Source: an optimization exercise on an open RTL-to-GDS flow (aim: small area, a short achievable clock period and few clock cycles per item). Production flows keep margins and buffers that such runs may drop.
At most, simulation tests tie the RTL to the original design; equivalence was not proved.

==> maple <==
// bch
module bch (
	input  logic        i_clk,
	input  logic        i_arst_n,
	input  logic        i_set,
	input  logic [63:0] i_data,
	output logic        o_ready,
	output logic        o_finish,
	output logic [9:0]  o_data
);
	function automatic [9:0] qsolve(input [9:0] x);
		qsolve[0] = 1'b0;
		qsolve[1] = x[2] ^ x[4] ^ x[7];
		qsolve[2] = x[3] ^ x[4] ^ x[6] ^ x[7];
		qsolve[3] = x[1] ^ x[2] ^ x[4] ^ x[6] ^ x[9];
		qsolve[4] = x[3] ^ x[6] ^ x[7] ^ x[8] ^ x[9];
		qsolve[5] = x[0] ^ x[3] ^ x[6] ^ x[7] ^ x[9];
		qsolve[6] = x[7] ^ x[9];
		qsolve[7] = x[8] ^ x[9];
		qsolve[8] = x[6] ^ x[7] ^ x[9];
		qsolve[9] = x[8];
	endfunction
	function automatic [4:0] t_inv32(input [4:0] x);
		t_inv32[0] = 32'hbd89b432 >> x;
		t_inv32[1] = 32'hba357164 >> x;
		t_inv32[2] = 32'h4c98f3e8 >> x;
		t_inv32[3] = 32'h8a7ba4d8 >> x;
		t_inv32[4] = 32'hed3a0d2c >> x;
	endfunction
	function automatic [4:0] t_l31(input [4:0] x);
  ...
==> flow/config.mk <==
export PLATFORM = sky130hd
export DESIGN_NAME = bch
export DESIGN_NICKNAME = bch
export VERILOG_FILES = /design/flow/design.v
export SDC_FILE = /design/flow/constraint.sdc
export NUM_CORES = 4
export LEC_CHECK = 0
export ABC_AREA = 1
export CAP_MARGIN = 20
export CORE_MARGIN = 2
export CORE_UTILIZATION = 40
export SLEW_MARGIN = 20
==> flow/constraint.sdc <==
create_clock -name core_clock -period 6.5 [get_ports {i_clk}]
set_input_delay 1.3000 -clock core_clock [delete_from_list [all_inputs] [get_ports {i_clk}]]
set_output_delay 1.3000 -clock core_clock [all_outputs]
set_load 0.01 [all_outputs]
run.sh (not shown) runs the stock make flow with config.mk's settings and CLKGATE_MAP_FILE= SYNTH_SCRIPT=/design/flow/synth_recipe.tcl, a recipe that flattens the netlist after the stock synthesis.
==> onyx (differences from maple) <==
--- a/flow/design.v
+++ b/flow/design.v
@@ -31,48 +31,55 @@
 		t_l31[0] = 32'h1afb9244 >> x;
 		t_l31[1] = 32'hb7903954 >> x;
 		t_l31[2] = 32'h2dd584d8 >> x;
 		t_l31[3] = 32'ha37162ac >> x;
 		t_l31[4] = 32'h7a6628f0 >> x;
 	endfunction
+	function automatic [4:0] t_l31m3(input [4:0] x);
+		t_l31m3[0] = 32'hb41365b4 >> x;
+		t_l31m3[1] = 32'h68e77418 >> x;
+		t_l31m3[2] = 32'h5f497224 >> x;
+		t_l31m3[3] = 32'h4e8a29dc >> x;
+		t_l31m3[4] = 32'h939957c >> x;
+	endfunction
 	function automatic [5:0] t_l33(input [4:0] x);
 		t_l33[0] = 32'h69555995 >> x;
 		t_l33[1] = 32'hf0c300ff >> x;
 		t_l33[2] = 32'h63be30a6 >> x;
 		t_l33[3] = 32'h5e952365 >> x;
 		t_l33[4] = 32'h56651daa >> x;
 		t_l33[5] = 32'h8000 >> x;
 	endfunction
-	function automatic [5:0] t_n3(input [5:0] x);
-		t_n3[0] = 64'h1552aa554 >> x;
-		t_n3[1] = 64'h199b33666 >> x;
-		t_n3[2] = 64'hb49692d2 >> x;
-		t_n3[3] = 64'h738e71ce >> x;
-		t_n3[4] = 64'hf81f03e >> x;
-		t_n3[5] = 64'h0 >> x;
-	endfunction
-	function automatic [4:0] t_k(input [5:0] x);
-		t_k[0] = 64'h1c8a0144e >> x;
-		t_k[1] = 64'ha9303254 >> x;
-		t_k[2] = 64'h27249390 >> x;
-		t_k[3] = 64'h430fc308 >> x;
-		t_k[4] = 64'h15807806a >> x;
-	endfunction
-	function automatic [4:0] t_t33(input [5:0] x);
-		t_t33[0] = 64'h150d653d4 >> x;
-		t_t33[1] = 64'h1a18fc616 >> x;
-		t_t33[2] = 64'h1c4b8748e >> x;
-		t_t33[3] = 64'h1972313a6 >> x;
-		t_t33[4] = 64'hbd1862f4 >> x;
-	endfunction
-	function automatic [4:0] t_gh(input [4:0] x);
-		t_gh[0] = 32'ha3be4c2d >> x;
-		t_gh[1] = 32'hb51df26 >> x;
-		t_gh[2] = 32'h6a3be4c2 >> x;
-		t_gh[3] = 32'h30b51df2 >> x;
-		t_gh[4] = 32'h7c985a8e >> x;
+	function automatic [5:0] t_l33m3(input [4:0] x);
+		t_l33m3[0] = 32'h965a9a64 >> x;
+		t_l33m3[1] = 32'hcf33fcc0 >> x;
+		t_l33m3[2] = 32'h7a2e688c >> x;
+		t_l33m3[3] = 32'ha6d66bb8 >> x;
+		t_l33m3[4] = 32'h95996594 >> x;
+		t_l33m3[5] = 32'h0 >> x;
+	endfunction
+	function automatic [4:0] t_sq(input [4:0] x);
+		t_sq[0] = 32'ha3be4c2d >> x;
+		t_sq[1] = 32'hb51df26 >> x;
+		t_sq[2] = 32'h6a3be4c2 >> x;
+		t_sq[3] = 32'h30b51df2 >> x;
+		t_sq[4] = 32'h7c985a8e >> x;
+	endfunction
+	function automatic [4:0] t_ki(input [5:0] x);
+		t_ki[0] = 64'h1237cfb12 >> x;
+		t_ki[1] = 64'h13c2010f2 >> x;
+		t_ki[2] = 64'h1779327ba >> x;
+		t_ki[3] = 64'hc81b604c >> x;
+		t_ki[4] = 64'h18e9fe5c6 >> x;
+	endfunction
+	function automatic [4:0] t_kt(input [5:0] x);
+		t_kt[0] = 64'h1e7d8948d >> x;
+		t_kt[1] = 64'h1008794f0 >> x;
+		t_kt[2] = 64'h993dd5de >> x;
+		t_kt[3] = 64'hdb026320 >> x;
+		t_kt[4] = 64'hff2e363a >> x;
 	endfunction
 	function automatic [9:0] t_a(input [4:0] x);
 		t_a[0] = 32'h4ccccccc >> x;
 		t_a[1] = 32'h70f0f0f0 >> x;
 		t_a[2] = 32'h7f00ff00 >> x;
 		t_a[3] = 32'h7fff0000 >> x;
@@ -123,43 +130,40 @@
 		logic [10:0] s;
 		s = {1'b0, x} + {1'b0, y} + 11'd1;
 		add1023 = s[10] ? s[9:0] : 10'(s - 11'd1);
 	endfunction
 	logic       busy;
 	logic [3:0] cnt;
-	logic       start;
 	logic       last;
 	logic       fin;
 	assign o_ready = !busy;
-	assign start   = i_set && !busy;
 	assign last    = busy && (cnt == 4'd15);
 	always_ff @(posedge i_clk or negedge i_arst_n) begin
 		if (!i_arst_n) begin
 			busy <= 1'b0;
 			cnt  <= '0;
 			fin  <= 1'b0;
 		end else begin
 			fin <= last;
-			if (start) begin
-				busy <= 1'b1;
+			cnt <= cnt + 1'b1;
+			if (!busy) begin
 				cnt  <= 4'd1;
-			end else if (busy) begin
-				cnt <= cnt + 1'b1;
-				if (last)
-					busy <= 1'b0;
+				busy <= i_set;
+			end else if (last) begin
+				busy <= 1'b0;
 			end
 		end
 	end
 	logic [63:0] dm;
 	logic [9:0]  acc1;
 	logic [9:0]  acc3;
 	logic [9:0]  fb1;
 	logic [9:0]  fb3;
 	assign dm  = {i_data[63] && !last, i_data[62:0]};   
-	assign fb1 = start ? 10'd0 : acc1;
-	assign fb3 = start ? 10'd0 : acc3;
+	assign fb1 = busy ? acc1 : 10'd0;
+	assign fb3 = busy ? acc3 : 10'd0;
 	logic [333:0] sx;
 	assign sx[0] = dm[5] ^ dm[53];
 	assign sx[1] = dm[34] ^ dm[52];
 	assign sx[2] = dm[33] ^ dm[46];
 	assign sx[3] = dm[7] ^ dm[60];
 	assign sx[4] = dm[27] ^ dm[29];
@@ -513,112 +517,118 @@
 		acc3[7] <= sx[309];
 		acc3[8] <= sx[325];
 		acc3[9] <= sx[333];
 	end
 	logic [9:0] lin;      
 	logic [9:0] lx;
-	logic [4:0] la;
-	logic [4:0] lb;
-	logic [4:0] lnorm;
-	logic [4:0] lt;
-	logic       lbz;
-	logic [4:0] lr31;
-	logic [5:0] lr33;
-	assign lx    = fin ? acc1 : lin;
-	assign la    = lx[4:0];
-	assign lb    = lx[9:5];
-	assign lnorm = sq32(la) ^ m32(la, lb) ^ sq32(lb);
-	assign lbz   = (lb == 5'd0);
-	assign lt    = m32(la, t_inv32(lb));
-	assign lr31  = t_l31(lnorm);
-	assign lr33  = lbz ? 6'd0 : t_l33(lt);
-	logic [5:0] st;       
+	logic [4:0] qt;       
+	logic [4:0] qn;       
+	logic       qbz;      
+	logic [4:0] raw31;
+	logic [5:0] raw33;
+	logic [4:0] m3_31;
+	logic [5:0] m3_33;
+	assign lx = fin ? acc1 : lin;
+	always_ff @(posedge i_clk) begin
+		qt  <= m32(lx[4:0], t_inv32(lx[9:5]));
+		qn  <= sq32(lx[4:0]) ^ m32(lx[4:0], lx[9:5]) ^ sq32(lx[9:5]);
+		qbz <= (lx[9:5] == 5'd0);
+	end
+	assign raw31 = t_l31(qn);
+	assign raw33 = qbz ? 6'd0 : t_l33(qt);
+	assign m3_31 = t_l31m3(qn);
+	assign m3_33 = qbz ? 6'd0 : t_l33m3(qt);
+	logic [7:0] st;       
 	logic [4:0] r1_31;    
 	logic [5:0] r1_33;
 	logic [4:0] r_31;     
 	logic [5:0] r_33;
+	logic [4:0] op31;
+	logic [5:0] op33;
 	logic       s1z;      
 	logic       s3z;      
 	logic       single;
 	logic       nosol;    
-	logic [4:0] op31;
-	logic [5:0] op33;
 	logic       sgl_n;
-	logic [4:0] ed;
-	logic [4:0] es;
+	logic [4:0] esq;
 	logic [9:0] ex;
-	logic [9:0] ec;
 	logic [9:0] p;
 	logic [9:0] p1;
 	logic [9:0] od;
 	logic       of;
 	logic [1:0] ocnt;
-	logic       lt_p;
+	logic       od_lt;
+	logic       empty;
 	always_ff @(posedge i_clk or negedge i_arst_n) begin
 		if (!i_arst_n) begin
 			st <= '0;
 		end else begin
-			st <= {st[4:0], fin};
+			st <= {st[6:0], fin};
 		end
 	end
-	assign op31 = st[0] ? ~add31(r1_31, {r1_31[3:0], r1_31[4]}) : r1_31;
-	assign op33 = st[0] ? t_n3(r1_33) : r1_33;
+	assign op31 = st[1] ? r_31 : r1_31;
+	assign op33 = st[1] ? r_33 : r1_33;
 	assign sgl_n = !s3z && ((r_31 == 5'd0) || (r_31 == 5'd31)) && (r_33 == 6'd0);
-	assign ed    = add31(r_31, ~t_k(r_33));
-	assign es    = t_gh(ed);
-	assign ex    = s3z ? 10'd0 : (r_33 == 6'd0) ? {5'd0, es} : {es, m32(es, t_t33(r_33))};
-	assign ec    = ex ^ 10'd1;
-	assign p    = add1023(t_a(r_31), t_b(r_33));
-	assign lt_p = (p < p1);
+	assign esq   = t_sq(r_31);
+	assign ex    = {m32(esq, t_ki(r_33)), m32(esq, t_kt(r_33))};
+	assign p     = add1023(t_a(r_31), t_b(r_33));
+	assign od_lt = (od < p1);
+	assign empty = s1z || (!single && nosol);
 	always_ff @(posedge i_clk) begin
 		if (fin) begin
-			r1_31 <= lr31;
-			r1_33 <= lr33;
-			s1z   <= (acc1 == 10'd0);
-			lin   <= acc3;
-		end else if (st[1]) begin
-			lin <= sgl_n ? 10'd1 : qsolve(ec);
+			s1z <= (acc1 == 10'd0);
+			lin <= acc3;
+		end else if (st[2]) begin
+			lin <= sgl_n ? 10'd1 : s3z ? 10'd32 : (qsolve(ex) ^ 10'd32);
 		end else begin
 			lin <= lin ^ 10'd1;
 		end
-		if (st[0])
-			s3z <= (lin == 10'd0);
-		if (st[1]) begin
+		if (st[0]) begin
+			s3z   <= (lin == 10'd0);
+			r1_31 <= raw31;
+			r1_33 <= raw33;
+		end
+		if (st[2]) begin
 			single <= sgl_n;
-			nosol  <= ^(ec & 10'd288);
+			nosol  <= !s3z && ^(ex & 10'd288);
+		end
+		if (st[0]) begin
+			r_31 <= m3_31;
+			r_33 <= m3_33;
+		end else begin
+			r_31 <= add31(raw31, op31);
+			r_33 <= add33(raw33, op33);
 		end
-		r_31 <= add31(lr31, op31);
-		r_33 <= add33(lr33, op33);
-		if (st[3] || (st[4] && !lt_p))
-			p1 <= p;
+		if (st[5] || (st[7] && !od_lt))
+			p1 <= st[5] ? p : od;
 	end
 	assign o_finish = of;
 	assign o_data   = od;
 	always_ff @(posedge i_clk or negedge i_arst_n) begin
 		if (!i_arst_n) begin
 			of   <= 1'b0;
 			ocnt <= '0;
 		end else begin
-			if (st[4]) begin
+			if (st[7]) begin
 				of   <= 1'b1;
-				ocnt <= (s1z || (!single && nosol)) ? 2'd0 : single ? 2'd1 : 2'd2;
+				ocnt <= empty ? 2'd0 : single ? 2'd1 : 2'd2;
 			end else if (of) begin
 				if (ocnt == 2'd0)
 					of <= 1'b0;
 				else
 					ocnt <= ocnt - 1'b1;
 			end
 		end
 	end
 	always_ff @(posedge i_clk) begin
-		if (st[4]) begin
-			if (s1z || (!single && nosol))
+		if (st[6]) begin
+			od <= p;
+		end else if (st[7]) begin
+			if (empty)
 				od <= 10'd1023;
-			else if (!single && lt_p)
-				od <= p;
-			else
+			else if (single || !od_lt)
 				od <= p1;
 		end else if (ocnt == 2'd2) begin
 			od <= p1;
 		end else begin
 			od <= 10'd1023;
 		end
--- a/flow/config.mk
+++ b/flow/config.mk
@@ -6,7 +6,8 @@
 export NUM_CORES = 4
 export LEC_CHECK = 0
 export ABC_AREA = 1
 export CAP_MARGIN = 20
 export CORE_MARGIN = 2
 export CORE_UTILIZATION = 40
+export SETUP_SLACK_MARGIN = 3.0
 export SLEW_MARGIN = 20
==> comparison table <==
	maple	onyx
R2R depth	31	24
Buffering overhead	5.949%	7.226%
Share of cell area taken by multi-input logic gates	67.00%	65.29%
RSZ-0062 raised after global routing	false	true
Share of cells above drive strength 1	4.034%	13.52%
Met1 Usage GRT	26.83%	28.17%
Period utilisation layout	89.63%	53.47%
Final worst path period need	5.826 ns	3.475 ns
Post-synth EDFFs	34	44
Share of the synthesized area in the top cell type	18.19%	16.40%
Dominant register cell in the synthesized netlist	dfxtp_1	edfxtp_1
Repair and plain buffers	86	125
Outcome	finished clean	finished clean
Sequential-to-total area share from yosys stat	17.53%	19.22%
Clock buffer instance count of the final layout	9	11
Actual transition at the worst max-transition pin	0.8524 ns	0.8833 ns
Cell Rows	65	67
Testbench counts of maple, summed over its fixed seeds: cycles 3,137, items 192.
The RTL of onyx was laid out without a check of its function.

========
==> nickel <==
Another version of the RTL of bch (not shown whole).
Settings: LEC_CHECK=0, ABC_AREA=1, CAP_MARGIN=20, CORE_MARGIN=2, CORE_UTILIZATION=40, SETUP_SLACK_MARGIN=3.8, SLEW_MARGIN=20, TNS_END_PERCENT=10; clock period 6.5 ns.
standard.sh (not shown) runs the stock make flow with config.mk's settings and CLKGATE_MAP_FILE= SYNTH_SCRIPT=/design/flow/synth_recipe.tcl, a recipe that flattens the netlist after the stock synthesis.
==> flow/flow/run.sh <==
#!/bin/bash
# Standard layout, but the port buffers are sky130_fd_sc_hd__buf_4 instead of the delay
# buffer buffer_ports picks by default. Everything else is the standard flow's own flow (standard.sh).
set -euo pipefail
bash standard.sh "BUFFER_PORTS_ARGS=-buffer_cell sky130_fd_sc_hd__buf_4" finish > standard.log 2>&1
==> garnet (differences from nickel) <==
--- a/flow/design.v
+++ b/flow/design.v
@@ -30,75 +30,75 @@
 	function automatic [4:0] t_l31(input [4:0] x);
 		t_l31[0] = 32'h1afb9244 >> x;
 		t_l31[1] = 32'hb7903954 >> x;
 		t_l31[2] = 32'h2dd584d8 >> x;
 		t_l31[3] = 32'ha37162ac >> x;
 		t_l31[4] = 32'h7a6628f0 >> x;
 	endfunction
 	function automatic [5:0] t_l33(input [4:0] x);
-		t_l33[0] = 32'h69555995 >> x;
-		t_l33[1] = 32'hf0c300ff >> x;
-		t_l33[2] = 32'h63be30a6 >> x;
-		t_l33[3] = 32'h5e952365 >> x;
-		t_l33[4] = 32'h56651daa >> x;
-		t_l33[5] = 32'h8000 >> x;
+		t_l33[0] = 32'h96aaa66a >> x;
+		t_l33[1] = 32'h6669a695 >> x;
+		t_l33[2] = 32'h659696a6 >> x;
+		t_l33[3] = 32'h5a95a565 >> x;
+		t_l33[4] = 32'h566599aa >> x;
+		t_l33[5] = 32'h0 >> x;
 	endfunction
 	function automatic [5:0] t_l33m3(input [4:0] x);
-		t_l33m3[0] = 32'h965a9a64 >> x;
-		t_l33m3[1] = 32'hcf33fcc0 >> x;
-		t_l33m3[2] = 32'h7a2e688c >> x;
-		t_l33m3[3] = 32'ha6d66bb8 >> x;
+		t_l33m3[0] = 32'h69a56598 >> x;
+		t_l33m3[1] = 32'ha6969958 >> x;
+		t_l33m3[2] = 32'h5aaa6994 >> x;
+		t_l33m3[3] = 32'ha6566aa8 >> x;
 		t_l33m3[4] = 32'h95996594 >> x;
-		t_l33m3[5] = 32'h0 >> x;
+		t_l33m3[5] = 32'h3 >> x;
 	endfunction
 	function automatic [4:0] t_sq(input [4:0] x);
 		t_sq[0] = 32'ha3be4c2d >> x;
 		t_sq[1] = 32'hb51df26 >> x;
 		t_sq[2] = 32'h6a3be4c2 >> x;
 		t_sq[3] = 32'h30b51df2 >> x;
 		t_sq[4] = 32'h7c985a8e >> x;
 	endfunction
 	function automatic [4:0] t_ki(input [5:0] x);
-		t_ki[0] = 64'h1237cfb12 >> x;
-		t_ki[1] = 64'h13c2010f2 >> x;
-		t_ki[2] = 64'h1779327ba >> x;
-		t_ki[3] = 64'hc81b604c >> x;
-		t_ki[4] = 64'h18e9fe5c6 >> x;
+		t_ki[0] = 64'h91be7d89 >> x;
+		t_ki[1] = 64'h9e100879 >> x;
+		t_ki[2] = 64'hbbc993dd >> x;
+		t_ki[3] = 64'h640db026 >> x;
+		t_ki[4] = 64'hc74ff2e3 >> x;
 	endfunction
 	function automatic [4:0] t_kt(input [5:0] x);
-		t_kt[0] = 64'h1e7d8948d >> x;
-		t_kt[1] = 64'h1008794f0 >> x;
-		t_kt[2] = 64'h993dd5de >> x;
-		t_kt[3] = 64'hdb026320 >> x;
-		t_kt[4] = 64'hff2e363a >> x;
+		t_kt[0] = 64'h1f3ec4a46 >> x;
+		t_kt[1] = 64'h8043ca78 >> x;
+		t_kt[2] = 64'h4c9eeaef >> x;
+		t_kt[3] = 64'h6d813190 >> x;
+		t_kt[4] = 64'h7f971b1d >> x;
 	endfunction
 	function automatic [9:0] t_a(input [4:0] x);
 		t_a[0] = 32'h4ccccccc >> x;
 		t_a[1] = 32'h70f0f0f0 >> x;
 		t_a[2] = 32'h7f00ff00 >> x;
 		t_a[3] = 32'h7fff0000 >> x;
 		t_a[4] = 32'h2aaaaaaa >> x;
 		t_a[5] = 32'h4ccccccc >> x;
 		t_a[6] = 32'h70f0f0f0 >> x;
 		t_a[7] = 32'h7f00ff00 >> x;
 		t_a[8] = 32'h7fff0000 >> x;
 		t_a[9] = 32'h2aaaaaaa >> x;
 	endfunction
 	function automatic [9:0] t_b(input [5:0] x);
-		t_b[0] = 64'h199999998 >> x;
-		t_b[1] = 64'h1e1e1e1e0 >> x;
-		t_b[2] = 64'h1fe01fe00 >> x;
-		t_b[3] = 64'h1fffe0000 >> x;
-		t_b[4] = 64'haaaaaaaa >> x;
-		t_b[5] = 64'h66666666 >> x;
-		t_b[6] = 64'h1e1e1e1e >> x;
-		t_b[7] = 64'h1fe01fe >> x;
-		t_b[8] = 64'h1fffe >> x;
-		t_b[9] = 64'h155555554 >> x;
+		t_b[0] = 64'hcccccccc >> x;
+		t_b[1] = 64'hf0f0f0f0 >> x;
+		t_b[2] = 64'hff00ff00 >> x;
+		t_b[3] = 64'hffff0000 >> x;
+		t_b[4] = 64'h55555555 >> x;
+		t_b[5] = 64'h33333333 >> x;
+		t_b[6] = 64'hf0f0f0f >> x;
+		t_b[7] = 64'hff00ff >> x;
+		t_b[8] = 64'hffff >> x;
+		t_b[9] = 64'haaaaaaaa >> x;
 	endfunction
 	function automatic [4:0] m32(input [4:0] a, input [4:0] b);
 		logic [8:0] p;
 		p = '0;
 		for (int i = 0; i < 5; i++)
 			if (b[i])
 				p = p ^ (9'(a) << i);
 		for (int i = 8; i >= 5; i--)
@@ -487,49 +487,56 @@
 		a7[2] = h[2] ^ kg3[1];
 		a7[3] = h[3] ^ kg3[2];
 		a7[4] = h[4] ^ kg3[3];
 		a7[5] = h[5] ^ kg3[4];
 		a7[6] = h[6] ^ kg3[5];
 		a7[7] = kg3[6];
 	endfunction
 	function automatic [5:0] add33(input [5:0] x, input [5:0] y);
-		logic [5:0] sv;
-		logic [5:0] cv;
-		logic [6:0] s;
-		logic [7:0] t;
-		sv = x ^ y ^ 6'd31;
-		cv = (x & y) | ((x | y) & 6'd31);
-		s  = a6(x, y);
-		t  = a7({1'b0, sv}, {cv, 1'b0});   
-		add33 = t[6] ? t[5:0] : s[5:0];
+		logic [4:0] g;
+		logic [4:0] q;
+		logic [4:0] gg;
+		logic [4:0] pp;
+		logic       cin;
+		logic [5:0] s;
+		g  = x[4:0] & y[4:0];
+		q  = x[4:0] ^ y[4:0];
+		gg[0] = g[0];
+		pp[0] = q[0];
+		for (int i = 1; i < 5; i++) begin
+			gg[i] = g[i] | (q[i] & gg[i-1]);
+			pp[i] = q[i] & pp[i-1];
+		end
+		cin = !gg[4];
+		s[0] = q[0] ^ cin;
+		for (int i = 1; i < 5; i++)
+			s[i] = q[i] ^ (gg[i-1] | (pp[i-1] & cin));
+		s[5] = cin && pp[4];
+		add33 = x[5] ? y : y[5] ? x : s;
 	endfunction
 	logic       busy;
-	logic       rdy;
 	logic [3:0] cnt;
 	logic       last;
 	logic       fin;
-	assign o_ready = rdy;
+	assign o_ready = !busy;
 	assign last    = busy && (cnt == 4'd15);
 	always_ff @(posedge i_clk or negedge i_arst_n) begin
 		if (!i_arst_n) begin
 			busy   <= 1'b0;
-			rdy    <= 1'b1;
 			cnt    <= '0;
 			fin    <= 1'b0;
 		end else begin
 			fin    <= last;
 			cnt    <= cnt + 1'b1;
 			if (!busy) begin
 				cnt  <= 4'd1;
 				busy <= i_set;
-				rdy  <= !i_set;
 			end else if (last) begin
 				busy <= 1'b0;
-				rdy  <= 1'b1;
 			end
 		end
 	end
 	logic [63:0] dm;
 	logic [9:0]  acc1;
 	logic [9:0]  acc3;
 	logic [9:0]  fb1;
 	logic [9:0]  fb3;
@@ -924,86 +931,90 @@
 	assign op1b = st[3] ? t_ki(r_33) : t_inv32(lx[9:5]);
 	assign op2b = st[3] ? t_kt(r_33) : lx[9:5];
 	always_ff @(posedge i_clk) begin
 		qt  <= m32(opa, op1b);
 		qn  <= m32(opa, op2b) ^ (st[3] ? 5'd0 : (sq32(lx[4:0]) ^ sq32(lx[9:5])));
 		qbz <= (lx[9:5] == 5'd0);
 	end
 	assign raw31 = t_l31(qn);
-	assign raw33 = qbz ? 6'd0 : t_l33(qt);
-	assign m3_33 = qbz ? 6'd0 : t_l33m3(qt);
+	assign raw33 = qbz ? 6'd32 : t_l33(qt);
+	assign m3_33 = qbz ? 6'd32 : t_l33m3(qt);
 	logic [4:0] x31;
 	logic [5:0] x33;
 	always_ff @(posedge i_clk) begin
 		x31 <= raw31;
 		x33 <= st[0] ? m3_33 : raw33;
 	end
 	logic [4:0] r1_31;    
 	logic [5:0] r1_33;
+	logic       r1h;
 	logic [4:0] op31;
 	logic [5:0] op33;
 	logic       s1z;      
 	logic       s3z;      
 	logic       single;
-	logic       nosol;    
 	logic       sgl_n;
 	logic [9:0] p;
 	logic [9:0] p1;
 	logic [9:0] od;
 	logic       of;
 	logic [1:0] ocnt;
 	logic       od_lt;
 	logic       empty;
 	always_ff @(posedge i_clk or negedge i_arst_n) begin
 		if (!i_arst_n) begin
 			st <= '0;
 		end else begin
 			st <= {st[10:0], fin};
 		end
 	end
+	assign r1_31 = {r1h, p1[9:6]};
+	assign r1_33 = p1[5:0];
 	assign op31 = st[1] ? {x31[3:0], x31[4]} : st[2] ? ~r_31 : r1_31;
-	assign op33 = st[1] ? 6'd0 : st[2] ? r_33 : r1_33;
-	assign sgl_n = !s3z && (r_31 == 5'd0) && (r_33 == 6'd0);
+	assign op33 = st[1] ? 6'd32 : st[2] ? r_33 : r1_33;
+	assign sgl_n = !s3z && (r_31 == 5'd0) && r_33[5];
 	logic [9:0] exq;
 	logic       sglq;
 	assign exq = {qt, qn};
 	always_ff @(posedge i_clk) begin
 		sglq <= sgl_n;
 	end
 	logic [4:0] c31;
 	logic [9:0] cb;
 	always_ff @(posedge i_clk) begin
 		c31 <= r_31;
 		cb  <= t_b(r_33);
 	end
 	assign p     = add1023(t_a(c31), cb);
 	assign od_lt = lt10(od, p1);
-	assign empty = s1z || (!single && nosol);
+	assign empty  = s1z;
+	assign single = s3z;
 	always_ff @(posedge i_clk) begin
 		if (fin) begin
 			s1z <= (acc1 == 10'd0);
 			lin <= acc3;
 		end else if (st[4]) begin
 			lin <= sglq ? 10'd1 : s3z ? 10'd32 : (qsolve(exq) ^ 10'd32);
 		end else begin
 			lin <= lin ^ 10'd1;
 		end
 		if (st[0]) begin
 			s3z   <= (lin == 10'd0);
-			r1_31 <= raw31;
-			r1_33 <= raw33;
+			r1h   <= raw31[4];
 		end
 		if (st[4]) begin
-			single <= sglq;
-			nosol  <= !s3z && ^(exq & 10'd288);
+			s1z <= s1z || (!sglq && !s3z && ^(exq & 10'd288));   
+			s3z <= sglq;
 		end
 		r_31 <= add31(x31, op31);
 		r_33 <= add33(x33, op33);
-		if (st[9] || (st[11] && !od_lt))
+		if (st[0])
+			p1 <= {raw31[3:0], raw33};
+		else if (st[9] || (st[11] && !od_lt))
 			p1 <= st[9] ? p : od;
 	end
 	assign o_finish = of;
 	assign o_data   = od;
 	always_ff @(posedge i_clk or negedge i_arst_n) begin
 		if (!i_arst_n) begin
 			of   <= 1'b0;
 			ocnt <= '0;
==> flow/flow/run.sh (replaced) <==
#!/bin/bash
# Standard layout, but the port buffers are sky130_fd_sc_hd__buf_2 instead of the delay
# buffer buffer_ports picks by default. Everything else is the standard flow's own flow (standard.sh).
set -euo pipefail
bash standard.sh "BUFFER_PORTS_ARGS=-buffer_cell sky130_fd_sc_hd__buf_2" finish > standard.log 2>&1
- CTS_BUF_LIST: unset -> sky130_fd_sc_hd__clkbuf_4 sky130_fd_sc_hd__clkbuf_8
- CTS_CLUSTER_SIZE: unset -> 30
- SETUP_SLACK_MARGIN: 3.8 -> 3.85
- TNS_END_PERCENT: 10 -> unset
==> flow_metrics.tcl <==
set metrics [dict create \
    clock_buffers 18 \
    cts_root_buf "clkbuf_16" \
    status "finished clean" \
    synthAdderAreaFrac_pct 8.23 \
]
The numbers above come from nickel.

==> flow_metrics.tcl <==
set metrics [dict create \
    status "finished clean" \
    bufAreaShareNonClock_pct 6.04 \
    cts_root_buf "clkbuf_8" \
    cap_violations 0 \
    die_area_um2 32800 \
    clock_buffers 17 \
    die_w_um 181 \
    postCtsSetupBuffers 14 \
    synthAdderAreaFrac_pct 6.50 \
    antenna_found_initial 0 \
]
The numbers above come from garnet.

Testbench counts of nickel, summed over its fixed seeds: cycles 3,193, items 192.
Testbench counts of garnet, summed over its fixed seeds: cycles 3,193, items 192.

==> what the ideal ports hide <==
Ports are ideal in the flow. The routed layouts listed here were re-timed in OpenROAD.
Step 1 (the two cells are an assumption about what drives the block):
set clk [get_ports {i_clk}]
set_driving_cell -lib_cell sky130_fd_sc_hd__clkbuf_16 $clk
set_driving_cell -lib_cell sky130_fd_sc_hd__buf_2 [delete_from_list [all_inputs] $clk]
Step 2 adds t to the input delays and takes it off the output delays; t is the mean of the earliest and latest rising clock arrival at the registers after step 1. Input paths then give back, and output paths get back, about the clock's delay inside the block.
Slacks: ideal ports / drivers / drivers and shift; pairs: ideal ports / drivers.
run	shift t [ns]	slack for setup (ns)	worst slew at a driven data input, ns	cell pins on the clock port's net
maple	0.398	0.674 / 0.674 / 0.674	0.04	1
onyx	0.407	3.025 / 3.058 / 2.651	0.04	1
nickel	0.461	3.750 / 3.761 / 3.300	0.05	1
garnet	0.472	3.836 / 3.836 / 3.381	0.05	1
After both steps setup and hold are still met in every run listed. For garnet, which loses most, drivers alone change the setup slack by 0.000 ns; drivers and shift together by -0.455 ns.
